This design comes from an exercise in tuning for small area and a short achievable clock period on the open sky130 flow, not from production work.
Only simulation tests tie the RTL to the original design; equivalence was not proved.
Power and IR drop assume default switching activity.

## xenon
==> flow/design.v (excerpt) <==
module adder_tree_25 (
    input  wire         clk,
    input  wire         rst,
    input  wire         data_v,
    input  wire [399:0] elems,
    output wire [15:0]  sum,
    output wire         sum_valid
);
    reg [4:0] vld;
    always @(posedge clk) begin
        if (!rst) vld <= 5'd0;
        else vld <= {vld[3:0], data_v};
    end
    assign sum_valid = vld[4];
    reg r0_0_0;
    reg r0_0_1;
    reg r0_0_2;
    reg r0_1_0;
    reg r0_1_1;
    reg r0_1_2;
    reg r0_1_3;
    reg r0_1_4;
    reg r0_1_5;
    reg r0_1_6;
    reg r0_1_7;
    reg r0_1_8;
    reg r0_1_9;
    reg r0_2_0;
    reg r0_2_1;
    reg r0_2_2;
    reg r0_2_3;
    reg r0_2_4;
    reg r0_2_5;
    reg r0_2_6;
    reg r0_2_7;
    reg r0_2_8;
    reg r0_2_9;
    reg r0_2_10;
    reg r0_2_11;
    reg r0_3_0;
    reg r0_3_1;
    reg r0_3_2;
    reg r0_3_3;
    reg r0_3_4;
    reg r0_3_5;
    reg r0_3_6;
    reg r0_3_7;
    reg r0_3_8;
    reg r0_3_9;
    reg r0_3_10;
    reg r0_3_11;
    reg r0_4_0;
    reg r0_4_1;
    reg r0_4_2;
    reg r0_4_3;
    reg r0_4_4;
    reg r0_4_5;
    reg r0_4_6;
    reg r0_4_7;
    reg r0_4_8;
    reg r0_4_9;
    reg r0_4_10;
    reg r0_4_11;
    reg r0_5_0;
    reg r0_5_1;
    reg r0_5_2;
    reg r0_5_3;
    reg r0_5_4;
    reg r0_5_5;
    reg r0_5_6;
    reg r0_5_7;
    reg r0_5_8;
    reg r0_5_9;
    reg r0_5_10;
    reg r0_5_11;
    reg r0_6_0;
    reg r0_6_1;
    reg r0_6_2;
    reg r0_6_3;
    reg r0_6_4;
    reg r0_6_5;
    reg r0_6_6;
    reg r0_6_7;
    reg r0_6_8;
    reg r0_6_9;
    reg r0_6_10;
    reg r0_6_11;
    reg r0_7_0;
    reg r0_7_1;
    reg r0_7_2;
    reg r0_7_3;
    reg r0_7_4;
    reg r0_7_5;
    reg r0_7_6;
    reg r0_7_7;
    reg r0_7_8;
    reg r0_7_9;
    reg r0_7_10;
    reg r0_7_11;
    reg r0_8_0;
    reg r0_8_1;
    reg r0_8_2;
    reg r0_8_3;
    reg r0_8_4;
    reg r0_8_5;
    reg r0_8_6;
    reg r0_8_7;
    reg r0_8_8;
    reg r0_8_9;
  ...
For scale: roughly 780 cells after synthesis, ~350 flip-flops, about 420 I/O pins, about 14000 sq um of cells after synthesis.
Settings: LEC_CHECK=0, CAP_MARGIN=20, CORE_MARGIN=2, CORE_UTILIZATION=60, CTS_BUF_LIST=sky130_fd_sc_hd__clkbuf_16, CTS_CLUSTER_DIAMETER=80, CTS_CLUSTER_SIZE=30, SETUP_SLACK_MARGIN=1.4, SLEW_MARGIN=20, SYNTH_HIERARCHICAL=1; clock period 3.0 ns.
standard.sh (not shown) runs the stock make flow with config.mk's settings and CLKGATE_MAP_FILE= SYNTH_SCRIPT=/design/flow/synth_recipe.tcl, a recipe that flattens the netlist after the stock synthesis.
==> flow/flow/run.sh <==
#!/bin/bash
# The standard layout, with buf_1 as the port buffer cell instead of the
# cell buffer_ports picks by itself (clkdlybuf4s50_1, 2.7x the area)
set -euo pipefail
export BUFFER_PORTS_ARGS="-buffer_cell sky130_fd_sc_hd__buf_1"
bash standard.sh > standard_flow.log 2>&1
[inputs] ember vs xenon
diff --git a/flow/design.v b/flow/design.v
--- a/flow/design.v
+++ b/flow/design.v
@@ -15,18 +15,18 @@
     input  wire         rst,
     input  wire         data_v,
     input  wire [399:0] elems,
     output wire [15:0]  sum,
     output wire         sum_valid
 );
-    reg [4:0] vld;
+    reg [5:0] vld;
     always @(posedge clk) begin
-        if (!rst) vld <= 5'd0;
-        else vld <= {vld[3:0], data_v};
+        if (!rst) vld <= 6'd0;
+        else vld <= {vld[4:0], data_v};
     end
-    assign sum_valid = vld[4];
+    assign sum_valid = vld[5];
     reg r0_0_0;
     reg r0_0_1;
     reg r0_0_2;
     reg r0_1_0;
     reg r0_1_1;
     reg r0_1_2;
@@ -350,12 +350,34 @@
     reg r3_13_0;
     reg r3_13_1;
     reg r3_14_0;
     reg r3_14_1;
     reg r3_15_0;
     reg r3_15_1;
+    reg r4_0_0;
+    reg r4_1_0;
+    reg r4_2_0;
+    reg r4_3_0;
+    reg r4_4_0;
+    reg r4_5_0;
+    reg r4_6_0;
+    reg r4_7_0;
+    reg r4_8_0;
+    reg r4_9_0;
+    reg r4_10_0;
+    reg r4_11_0;
+    reg r4_11_1;
+    reg r4_11_2;
+    reg r4_12_0;
+    reg r4_12_1;
+    reg r4_13_0;
+    reg r4_13_1;
+    reg r4_14_0;
+    reg r4_14_1;
+    reg r4_15_0;
+    reg r4_15_1;
     wire s1;
     wire c2;
     wire s3;
     wire c4;
     wire s5;
     wire c6;
@@ -1050,13 +1072,14 @@
     wire c695;
     wire s696;
     wire c697;
     wire x698;
     wire [15:0] cpa_a, cpa_b;
     wire [6:0] lo_add;
-    wire [10:0] hi_add;
+    wire [6:0] mid_add;
+    wire [5:0] hi_add;
     csa_fa u_s1 (.a(elems[0]), .b(elems[112]), .c(elems[128]), .s(s1), .co(c2));
     csa_fa u_s3 (.a(elems[144]), .b(elems[160]), .c(elems[16]), .s(s3), .co(c4));
     csa_fa u_s5 (.a(elems[176]), .b(elems[192]), .c(elems[208]), .s(s5), .co(c6));
     csa_fa u_s7 (.a(elems[224]), .b(elems[240]), .c(elems[256]), .s(s7), .co(c8));
     csa_fa u_s9 (.a(elems[272]), .b(elems[288]), .c(elems[304]), .s(s9), .co(c10));
     csa_fa u_s11 (.a(elems[320]), .b(elems[32]), .c(elems[336]), .s(s11), .co(c12));
@@ -1424,14 +1447,15 @@
     csa_fa u_s690 (.a(r2_11_0), .b(r2_11_1), .c(r2_11_2), .s(s690), .co(c691));
     csa_fa u_s692 (.a(r2_12_0), .b(r2_12_1), .c(r2_12_2), .s(s692), .co(c693));
     csa_fa u_s694 (.a(r2_13_0), .b(r2_13_1), .c(r2_13_2), .s(s694), .co(c695));
     csa_fa u_s696 (.a(r2_14_0), .b(r2_14_1), .c(r2_14_2), .s(s696), .co(c697));
     assign x698 = r2_15_0 ^ r2_15_1;
     assign lo_add = {1'b0, c677, s676, r2_3_0, r2_2_0, r2_1_0, r2_0_0} + {1'b0, s678, 1'b0, r2_3_1, 1'b0, 1'b0, 1'b0};
-    assign hi_add = {r3_15_0, r3_14_0, r3_13_0, r3_12_0, r3_11_0, r3_10_0, r3_9_0, r3_8_0, r3_7_0, r3_6_0, 1'b1} + {r3_15_1, r3_14_1, r3_13_1, r3_12_1, r3_11_1, r3_10_1, r3_9_1, r3_8_1, r3_7_1, r3_6_1, r3_6_2};
-    assign cpa_a = {hi_add[10:1], r3_5_0, r3_4_0, r3_3_0, r3_2_0, r3_1_0, r3_0_0};
+    assign mid_add = {1'b0, r3_10_0, r3_9_0, r3_8_0, r3_7_0, r3_6_0, 1'b1} + {1'b0, r3_10_1, r3_9_1, r3_8_1, r3_7_1, r3_6_1, r3_6_2};
+    assign hi_add = {r4_15_0, r4_14_0, r4_13_0, r4_12_0, r4_11_0, 1'b1} + {r4_15_1, r4_14_1, r4_13_1, r4_12_1, r4_11_1, r4_11_2};
+    assign cpa_a = {hi_add[5:1], r4_10_0, r4_9_0, r4_8_0, r4_7_0, r4_6_0, r4_5_0, r4_4_0, r4_3_0, r4_2_0, r4_1_0, r4_0_0};
     assign cpa_b = 16'd0;
     always @(posedge clk) begin
         r0_0_0 <= s17;
         r0_0_1 <= s19;
         r0_0_2 <= s21;
         r0_1_0 <= s35;
@@ -1757,11 +1781,33 @@
         r3_13_0 <= c693;
         r3_13_1 <= s694;
         r3_14_0 <= c695;
         r3_14_1 <= s696;
         r3_15_0 <= c697;
         r3_15_1 <= x698;
+        r4_0_0 <= r3_0_0;
+        r4_1_0 <= r3_1_0;
+        r4_2_0 <= r3_2_0;
+        r4_3_0 <= r3_3_0;
+        r4_4_0 <= r3_4_0;
+        r4_5_0 <= r3_5_0;
+        r4_6_0 <= mid_add[1];
+        r4_7_0 <= mid_add[2];
+        r4_8_0 <= mid_add[3];
+        r4_9_0 <= mid_add[4];
+        r4_10_0 <= mid_add[5];
+        r4_11_0 <= r3_11_0;
+        r4_11_1 <= r3_11_1;
+        r4_11_2 <= mid_add[6];
+        r4_12_0 <= r3_12_0;
+        r4_12_1 <= r3_12_1;
+        r4_13_0 <= r3_13_0;
+        r4_13_1 <= r3_13_1;
+        r4_14_0 <= r3_14_0;
+        r4_14_1 <= r3_14_1;
+        r4_15_0 <= r3_15_0;
+        r4_15_1 <= r3_15_1;
     end
     reg [15:0] sum_q;
     always @(posedge clk) sum_q <= cpa_a;
     assign sum = sum_q;
 endmodule
Notes after the runs:
- ember: no failed stages, no open violations at the end
- ember vs. xenon: synthesized cell count has increased, final area rose 2.5%, number of standard cells in the layout, taps in and fillers out increased by about 1.4% relative to the old numbers, global-route met3 utilization +0.19 points.
- Delta (ember minus xenon): synthesized area saw an increase; total clock network power saw an increase.
- Die boundary width (lower): xenon
- Compared with xenon, in ember number of design-rule violations left by the first detailed-router iteration went up by 28%; first-pass GRT wire length stayed essentially flat.
- On internal cell power: ember sits above xenon.
- A worst setup path endpoint of sum[15] is what xenon shows, while sum[11] belongs to ember.
- Diff xenon -> ember | worst reg-to-reg setup slack | increase of 0.06 ns
- In the tables for ember and xenon, wire length reads lower with xenon.
- Taking xenon as 1.0, ember lands at 1.06 on sequential power.

-- afterwards: timing with drivers on the ports --
In the flow no input, the clock included, has a driving cell. The finished layouts below were timed again as built, in two steps. Step 1 sets driving cells, clkbuf_16 on the clock port and buf_2 on the other inputs (assumed; they add their load-dependent delay and slew). Step 2 times the ports against the registers' clock, not the clock port: input delays grow and output delays shrink by t, the midpoint of the rising clock arrivals with the driver on. Three values: ideal, step 1, step 2; two values: the first two.
| run | shift t [ns] | setup slack, ns | worst setup path after step 2 | slew at the worst register clock pin (ns) |
|---|---|---|---|---|
| xenon | 0.526 | 1.397 / 1.348 / 1.083 | input to register | 0.11 / 0.11 |
| ember | 0.546 | 1.442 / 1.392 / 1.104 | input to register | 0.11 / 0.11 |
After both steps setup and hold are still met in every run listed. For ember, which loses most, drivers alone change the setup slack by -0.050 ns; drivers and shift together by -0.338 ns.
